Source: an optimization exercise on an open RTL-to-GDS flow (aim: small area, a short achievable clock period and few clock cycles per item). Production flows keep margins and buffers that such runs may drop. Where RTL was checked, it was by simulation tests only, not by an equivalence proof against the original. Power and IR drop assume default switching activity.

Setup of the reference run:
==> flow/design.v (excerpt) <==
module float_to_rgbe_encode
(
   input  wire logic         clock,
   input  wire logic         reset,
   input  wire logic         req_tvalid,
   output logic              req_tready,
   input  wire logic [191:0] req_tdata,   
   output logic              rsp_tvalid,
   input  wire logic         rsp_tready,
   output logic [31:0]       rsp_tdata    
);
   logic adv, v1_ff, v2_ff;
   logic [31:0] w_ff, w_in;
   logic [7:0] e0, e1, e2, e0_ff, e1_ff, e2_ff;
   logic [6:0] f0_ff, f1_ff, f2_ff;
   logic b0, b1, b2, i0, i1, i2, o0, o1, o2;
   logic black_ff, over_ff;
   frgbe_max u_c0 (.in_bits(req_tdata[63:0]), .out_exp(e0),
                   .out_below(b0), .out_inf(i0), .out_over(o0));
   frgbe_max u_c1 (.in_bits(req_tdata[127:64]), .out_exp(e1),
                   .out_below(b1), .out_inf(i1), .out_over(o1));
   frgbe_max u_c2 (.in_bits(req_tdata[191:128]), .out_exp(e2),
                   .out_below(b2), .out_inf(i2), .out_over(o2));
  ...
Size: ~81 flip-flops.
==> module frgbe_scale, before the edit <==
module frgbe_scale
(
   input  wire logic [7:0]  e0, e1, e2,
   input  wire logic [6:0]  f0, f1, f2,
   input  wire logic        black,
   input  wire logic        over,
   output logic [31:0]      out_word
);
   logic [8:0] d01, d02, d12;
   logic sel0, sel1, sel2;
   logic [2:0] n01, n02, n12, sh0, sh1, sh2;
   logic z0, z1, z2;
   logic [7:0] m0, m1, m2, eb;
   function automatic logic ge8(input logic [8:0] d);
      ge8 = !d[8] && (d[7:3] != 5'd0);
   endfunction
   function automatic logic le8n(input logic [8:0] d);
      le8n = d[8] && ((d[7:3] != 5'h1F) || (d[2:0] == 3'd0));
   endfunction
   always_comb begin
      d01 = {1'b0, e0} - {1'b0, e1};
      d02 = {1'b0, e0} - {1'b0, e2};
      d12 = {1'b0, e1} - {1'b0, e2};
      n01 = 3'd0 - d01[2:0];
      n02 = 3'd0 - d02[2:0];
      n12 = 3'd0 - d12[2:0];
      sel0 = !d01[8] && !d02[8];
      sel1 = !sel0 && !d12[8];
      sel2 = !sel0 && !sel1;
      z0 = (sel1 && le8n(d01)) || (sel2 && le8n(d02));
      sh0 = sel1 ? n01 : (sel2 ? n02 : 3'd0);
      z1 = (sel0 && ge8(d01)) || (sel2 && le8n(d12));
      sh1 = sel0 ? d01[2:0] : (sel2 ? n12 : 3'd0);
      z2 = (sel0 && ge8(d02)) || (sel1 && ge8(d12));
      sh2 = sel0 ? d02[2:0] : (sel1 ? d12[2:0] : 3'd0);
      m0 = {1'b1, f0} >> sh0;
      m1 = {1'b1, f1} >> sh1;
      m2 = {1'b1, f2} >> sh2;
      eb = sel0 ? frgbe_pkg::exp_byte(e0) :
           (sel1 ? frgbe_pkg::exp_byte(e1) : frgbe_pkg::exp_byte(e2));
      if (black) out_word = '0;
      else if (over) out_word = '1;
      else out_word = {eb, z2 ? 8'd0 : m2, z1 ? 8'd0 : m1, z0 ? 8'd0 : m0};
   end
endmodule
==> flow/config.mk <==
export PLATFORM = sky130hd
export DESIGN_NAME = float_to_rgbe_encode
export DESIGN_NICKNAME = float_to_rgbe_encode
export VERILOG_FILES = /design/flow/design.v
export SDC_FILE = /design/flow/constraint.sdc
export NUM_CORES = 4
export LEC_CHECK = 0
export ABC_AREA = 1
export CAP_MARGIN = 20
export CORE_MARGIN = 2
export CORE_UTILIZATION = 40
export SETUP_SLACK_MARGIN = 3.4
export SLEW_MARGIN = 20
==> flow/constraint.sdc <==
create_clock -name core_clock -period 6.3 [get_ports {clock}]
set_input_delay 1.2600 -clock core_clock [delete_from_list [all_inputs] [get_ports {clock}]]
set_output_delay 1.2600 -clock core_clock [all_outputs]
set_load 0.01 [all_outputs]
standard.sh (not shown) runs the stock make flow with config.mk's settings and CLKGATE_MAP_FILE= SYNTH_SCRIPT=/design/flow/synth_recipe.tcl, a recipe that flattens the netlist after the stock synthesis.
==> flow/flow/run.sh <==
#!/bin/bash
# Standard layout, except that the port buffers are the smallest buffer cell
# instead of the delay buffer buffer_ports picks by default. Each tool's full
# output lands in the ORFS logs under orfs/logs; make's own output in make.log.
set -euo pipefail
export BUFFER_PORTS_ARGS="-buffer_cell sky130_fd_sc_hd__buf_1"
bash standard.sh > make.log 2>&1
Testbench counts of the reference run, summed over its fixed seeds: cycles 9,616, items 9,600.
Input-level comparison between the trial run and the reference run:
--- a/flow/design.v
+++ b/flow/design.v
@@ -81,14 +81,13 @@
       sh1 = sel0 ? d01[2:0] : (sel2 ? n12 : 3'd0);
       z2 = (sel0 && ge8(d02)) || (sel1 && ge8(d12));
       sh2 = sel0 ? d02[2:0] : (sel1 ? d12[2:0] : 3'd0);
       m0 = {1'b1, f0} >> sh0;
       m1 = {1'b1, f1} >> sh1;
       m2 = {1'b1, f2} >> sh2;
-      eb = sel0 ? frgbe_pkg::exp_byte(e0) :
-           (sel1 ? frgbe_pkg::exp_byte(e1) : frgbe_pkg::exp_byte(e2));
+      eb = frgbe_pkg::exp_byte(sel0 ? e0 : (sel1 ? e1 : e2));
       if (black) out_word = '0;
       else if (over) out_word = '1;
       else out_word = {eb, z2 ? 8'd0 : m2, z1 ? 8'd0 : m1, z0 ? 8'd0 : m0};
    end
 endmodule
 `default_nettype wire
Findings:
- The tapcell count of the trial run falls short of that of the reference run by 36.
- In the trial run, the area added between synthesis and finish came out 4.8 points above the value in the reference run.
- Proportion of power drawn by combinational gates: the trial run vs the reference run up 3.2 points
- Going from the reference run to the trial run, non-clock buffer instance count of the final layout grew by a little under 10%.
- Comparing the reference run and the trial run, fraction of the mapped netlist area in adder cells is higher on the reference run.
- There was hardly any difference in post-route standard cell area excluding fillers between the reference run and the trial run.
- As of the trial run, worst-case vdd ir drop had risen by more than 10% compared to the reference run.
- The trial run supports a lower top clock frequency than the reference run.
- Mean number of vias per cell of the trial run exceeds that of the reference run by a few percent.
- The reference run → the trial run: internal power component now larger; slew at the pin closest to its max-slew limit now smaller; last weighted congestion value of the routability-driven placer now larger; maximum fanout count along the critical path now larger; portion of the layout cell area used by non-clock buffers now larger.
No functional check of the RTL was part of the trial run.

==> separate check: timing with driven ports <==
In the flow no input, the clock included, has a driving cell. The finished layouts below were timed again as built, in two steps. Step 1 sets driving cells, clkbuf_16 on the clock port and buf_2 on the other inputs (assumed; they add their load-dependent delay and slew). Step 2 times the ports against the registers' clock, not the clock port: input delays grow and output delays shrink by t, the midpoint of the rising clock arrivals with the driver on. a / b / c = ideal / step 1 / step 2; a / b = the first two.
run	t, ns	setup slack, ns	worst hold slack (ns)	cell pins on the clock port's net
the reference run	0.386	3.357 / 3.320 / 3.299	0.465 / 0.465 / 0.465	1
the trial run	0.383	3.054 / 3.054 / 3.054	0.476 / 0.476 / 0.476	1
After both steps every run listed still meets setup and hold. The setup slack of the reference run, which loses most, moves by -0.037 ns with the drivers and by -0.058 ns with both steps.
